Background: an optimization exercise with open tools, aiming at small area, a short achievable clock period and few clock cycles. Do not read the settings as production practice.
The RTL was checked by simulation tests, not by an equivalence proof against the original design.

==> flow/design.v (outline; a module is shown in full before it is edited, if it fits) <==
// module cdiv_products: 2015 lines
// module cdiv_booth: 12 lines
// module complex_divider: 256 lines
module complex_divider
(
  input  logic             clk,
  input  logic             rst_n,
  input  logic             in_valid,
  output logic             in_ready,
  input  logic [NUM_W-1:0] num_real,
  input  logic [NUM_W-1:0] num_imag,
  input  logic [DEN_W-1:0] den_real,
  input  logic [DEN_W-1:0] den_imag,
  output logic             out_valid,
  input  logic             out_ready,
  output logic [NUM_W-1:0] quo_real,
  output logic [NUM_W-1:0] quo_imag,
  output logic             div_zero,
  output logic             sat
);
  // ...
==> flow/run.sh <==
#!/bin/bash
# synth_recipe.tcl (not shown) runs the flow's synth.tcl, then flattens the netlist and writes it again
# the make line also repeats each setting of config.mk as NAME=value (left out here)
make -C /OpenROAD-flow-scripts/flow DESIGN_CONFIG=/design/flow/config.mk WORK_HOME=/design/flow/orfs CLKGATE_MAP_FILE= SYNTH_SCRIPT=/design/flow/synth_recipe.tcl finish
==> flow/config.mk <==
export PLATFORM = sky130hd
export DESIGN_NAME = complex_divider
export DESIGN_NICKNAME = complex_divider
export VERILOG_FILES = /design/flow/design.v
export SDC_FILE = /design/flow/constraint.sdc
export NUM_CORES = 4
export LEC_CHECK = 0
export CAP_MARGIN = 20
export CORE_MARGIN = 2
export CORE_UTILIZATION = 65
export SETUP_SLACK_MARGIN = 5
export SLEW_MARGIN = 20
==> flow/constraint.sdc <==
create_clock -name core_clock -period 9.0 [get_ports {clk}]
set_input_delay 1.8000 -clock core_clock [delete_from_list [all_inputs] [get_ports {clk}]]
set_output_delay 1.8000 -clock core_clock [all_outputs]
set_load 0.01 [all_outputs]
==> results.yml, run 1 <==
placed_design:
  dp_cells: 9307
setup_path:
  crit_path_end: "sat"
  cp_top_family: "simple AND/OR/NAND/NOR gates"
  crit_buf_inv: 1
  start_kind: "flop"
  rrSetupSlack_ns: 5.05
  r2r-end: "sat"
drt:
  firstDrtPassIters: 6
  vias: 60540
  dr.max_layer_used: "met4"
  viasPerCell: 6.291
cells_and_area:
  area_delta_synth_final_pct: 10.02
  clock_cell_area_share_pct: 4.173
  dominant_cells: "multi-input gates"
  n_clock_buffer: 120
  drive_gt1_share_pct: 7.490
  fin_util_pct: 72.29
  signal_buffers: 282
synthesis:
  yosys.area_share.adder_pct: 20.23
  synth_fp_nets: 8992
  yosys.cell_types.count: 86
  syn_avg_cell_area_um2: 10.27
floorplanning:
  rows: 128
  fp.dieW_um: 355.2
sta:
  holdWs_ns: 0.3857
  finalHoldViolations: 0
  fin_crit_sh_pct: 43.86
clock_network:
  post_cts_resized: 67
min_path:
  hp-start: "qa2[8]"
outcome:
  outcome: "complete, no violations"
Testbench counts, summed over its fixed seeds: cycles 2,488.
==> run 2, diff against run 1 <==
--- a/flow/config.mk
+++ b/flow/config.mk
@@ -7,6 +7,6 @@
 export LEC_CHECK = 0
 export CAP_MARGIN = 20
 export CORE_MARGIN = 2
-export CORE_UTILIZATION = 65
+export CORE_UTILIZATION = 40
 export SETUP_SLACK_MARGIN = 5
 export SLEW_MARGIN = 20
==> run 2 against run 1 <==
First-iteration DRC count down 15%. Register-to-register slack about the same. Synthesized area unchanged. Sequential share of layout area is 0.65 points lower. Count of clock-buffer cells in the layout grew 8. Fmax is essentially flat. Global-route usage shrank 12 points. Synthesized cell count stayed put. Still clean. Worst setup slack better by 0.0028 ns.
==> results.yml, run 2 <==
synthesis:
  async_flop_share_pct: 1.393
  netlist_instances: 7811
  yosys.cell_types.count: 86
  synth_top_area_share_pct: 37.11
  synth_edf_count: 991
  syn_avg_cell_area_um2: 10.27
  syn-cell-area_mm2: 0.08018
  ys_ff_latch: 1005
  ys.flop_type: "edfxtp_1"
  synthTopCellsByArea: "edfxtp_1, ha_1, fa_1, xnor2_1, inv_1"
  yosys-top-cells-count: "edfxtp_1, ha_1, inv_1, xnor2_1, o21ai_0"
  yosys.area.top_type: "edfxtp_1"
  ys_seq_area_share_pct: 37.55
  synth_warnings: 1
  yosys.cell_count.top_type: "edfxtp_1"
  synth_fp_nets: 8992
drt:
  wirelength_um: 226500
  drt_iter0_markers: 4670
  vias: 59300
  postRouteAntennaNets: 0
  firstDrtPassIters: 9
  viasPerCell: 5.558
  drc: 0
  routedWlPerCell_um: 21.23
setup_path:
  cp.arrival_ns: 4.49
  cp_top_family: "adder cells"
  start_kind: "flop"
  crit_buf_inv: 4
  r2r-end: "qc1[6]"
  cp_cell_sequence: "a22oi_1 -> xnor2_1 -> ha_1 -> inv_1 -> fa_1 -> inv_1 -> fa_1 -> inv_1 -> fa_1 -> inv_1 -> fa_1"
  reg2reg_from: "ni[3]"
  rrSetupSlack_ns: 5.06
  slowest_stage: "edfxtp_1"
  crit_fanout: 16
  max_stage_delay_ns: 0.87
  cp-end-kind: "flop"
  cp.required_ns: 9.54
  worstSetupPathType: "flop to flop"
  reg2reg_depth: 11
clock_network:
  cts-root-buf: "clkbuf_16"
  h-tree-depth: 3
  cts_tree: "done"
  clock_latency_ns: 0.79
  clk_pin_slew_ns: 0.07
  clock_path_buffers: 3
  numClockSinks: 1005
  cts_buffers: 114
grt:
  grt_pass1_vias: 59020
  grt_max_degree: 150
  gr-total-overflow: 0
  antenna_found_initial: 5
  gr-usage-all-layers_pct: 21.66
  grt_pass1_wl_um: 345800
cells_and_area:
  final_cell_mix: "edfxtp_1, ha_1, inv_1, xnor2_1, nand2_1"
  area_delta_synth_final_pct: 12.15
  antennaDiodeCount: 0
  design_area_mm2: 0.08992
  drive_gt1_share_pct: 7.364
  layout_commonest_cell: "edfxtp_1"
  fill_cells: 18720
  finalNonFillerCells: 10670
  fin_nets: 9099
floorplanning:
  start_util_pct: 40.20
  rows: 164
  ios: 88
  fp.dieW_um: 451.7
  dieArea_mm2: 0.2041
  core_area_mm2: 0.1995
  fp.dieH_um: 451.7
sta:
  slew_headroom_pct: 31.03
  fin_crit_sh_pct: 43.83
  fin_ws_ns: 5.055
  setup_viol: 0
  grt_setup_unrepaired: "true"
  fin_crit_ns: 3.945
  max_freq_mhz: 253.5
  skew_ns: 0.07627
  report.final.slew_viol_count: 0
  fin_tns_setup_ns: 0
  finalHoldViolations: 0
  worst_slew_pin_slew_ns: 1.035
placed_design:
  numPortBuffers: 87
  hpwl_um: 168900
  dp_cells: 10340
  placed_area_mm2: 0.08405
  gp_congestion: 0.9121
  pre_cts_ws_ns: 4.157
min_path:
  hold_path_class: "flop to flop"
  hold_depth: 0
  hp-start: "g_row[4].g_reg.oq1"
  hold_end: "g_row[5].g_reg.oq1"
outcome:
  outcome: "complete, no violations"
job:
  cap_violations: 0
[run 2: worst max-delay path by stage]
stage / from / cells past startpoint / to
floorplan: adv_in / 2 / div_zero
global placement: g_row[4].g_reg.dq[1] / 13 / g_row[5].g_reg.rq0[3]
detailed placement: g_row[6].g_reg.zq1[0] / 14 / skid[15]
CTS: g_row[6].g_reg.zq1[0] / 16 / skid[6]
global route: g_row[3].g_reg.dq[0] / 14 / g_row[4].g_reg.rq1[14]
finish: ni[3] / 11 / qc1[6]
[run 2: area by class of cell]
| class | instances | area (µm²) | area share, % |
|---|---|---|---|
| clock inverter | 82 | 1092 | 1.215 |
| sequential | 1005 | 30110 | 33.49 |
| clock buffer | 128 | 2927 | 3.254 |
| timing repair buffer | 287 | 2646 | 2.943 |
| multi-input combinational | 5740 | 46910 | 52.17 |
| tap | 2656 | 3323 | 3.696 |
| inverter | 770 | 2908 | 3.234 |
[run 2: repair_timing]
action,CTS,global route
setup buffers,37,79
endpoints found under the setup margin,301,324
hold buffers,0,0
pin swaps,6,23
gates resized for setup,74,165
gates cloned,2,3
[run 2: metal layers]
layer  routed length, µm  global-route usage, %  vias to the layer above
met1               98850                  28.55                    28710
met5                   0                      0                        -
met2              107200                  36.44                     1868
met3               12310                  2.930                      430
met4                8137                  7.515                        0
li1                    -                      -                    28290
[run 2: cells by family (layout without fill, tap and decap cells)]
| group | Yosys count | count (layout) | synth area share [%] |
|---|---|---|---|
| adder cells (fa/ha/maj) | 1129 | 1129 | 20.23 |
| XOR/XNOR | 834 | 834 | 9.110 |
| AO/OA/AOI/OAI | 1948 | 1949 | 15.89 |
| multiplexers | 204 | 204 | 2.611 |
| AND/OR/NAND/NOR | 1624 | 1624 | 9.593 |
| flip-flops | 1005 | 1005 | 37.55 |
| buffers and inverters | 1067 | 1267 | 5.012 |
[run 2: metrics by stage]
step | util (%) | hold slack (ns)
2_1_floorplan | - | 0.4003
6_report | 45.09 | 0.3885
3_5_place_dp | 42.14 | 0.4045
3_3_place_gp | 42.14 | 0.4004
4_1_cts | 44.48 | 0.3760
5_1_grt | 45.09 | 0.3895

separate check: timing with driven ports:
The results above use ideal ports. As a check the final layouts listed here were re-extracted and re-timed, cells and wires unchanged. Step 1 sets driving cells, clkbuf_16 on the clock port and buf_2 on the other inputs (assumed; they add their load-dependent delay and slew). Step 2 times the ports against the registers' clock, not the clock port: input delays grow and output delays shrink by t, the midpoint of the rising clock arrivals with the driver on. Three values: ideal, step 1, step 2; two values: the first two.
| run | t, ns | slack for setup (ns) | worst register clock-pin slew, ns |
|---|---|---|---|
| run 1 | 0.799 | 5.052 / 5.052 / 5.052 | 0.07 / 0.07 |
| run 2 | 0.850 | 5.055 / 5.043 / 5.055 | 0.07 / 0.07 |
After both steps every run listed still meets setup and hold.
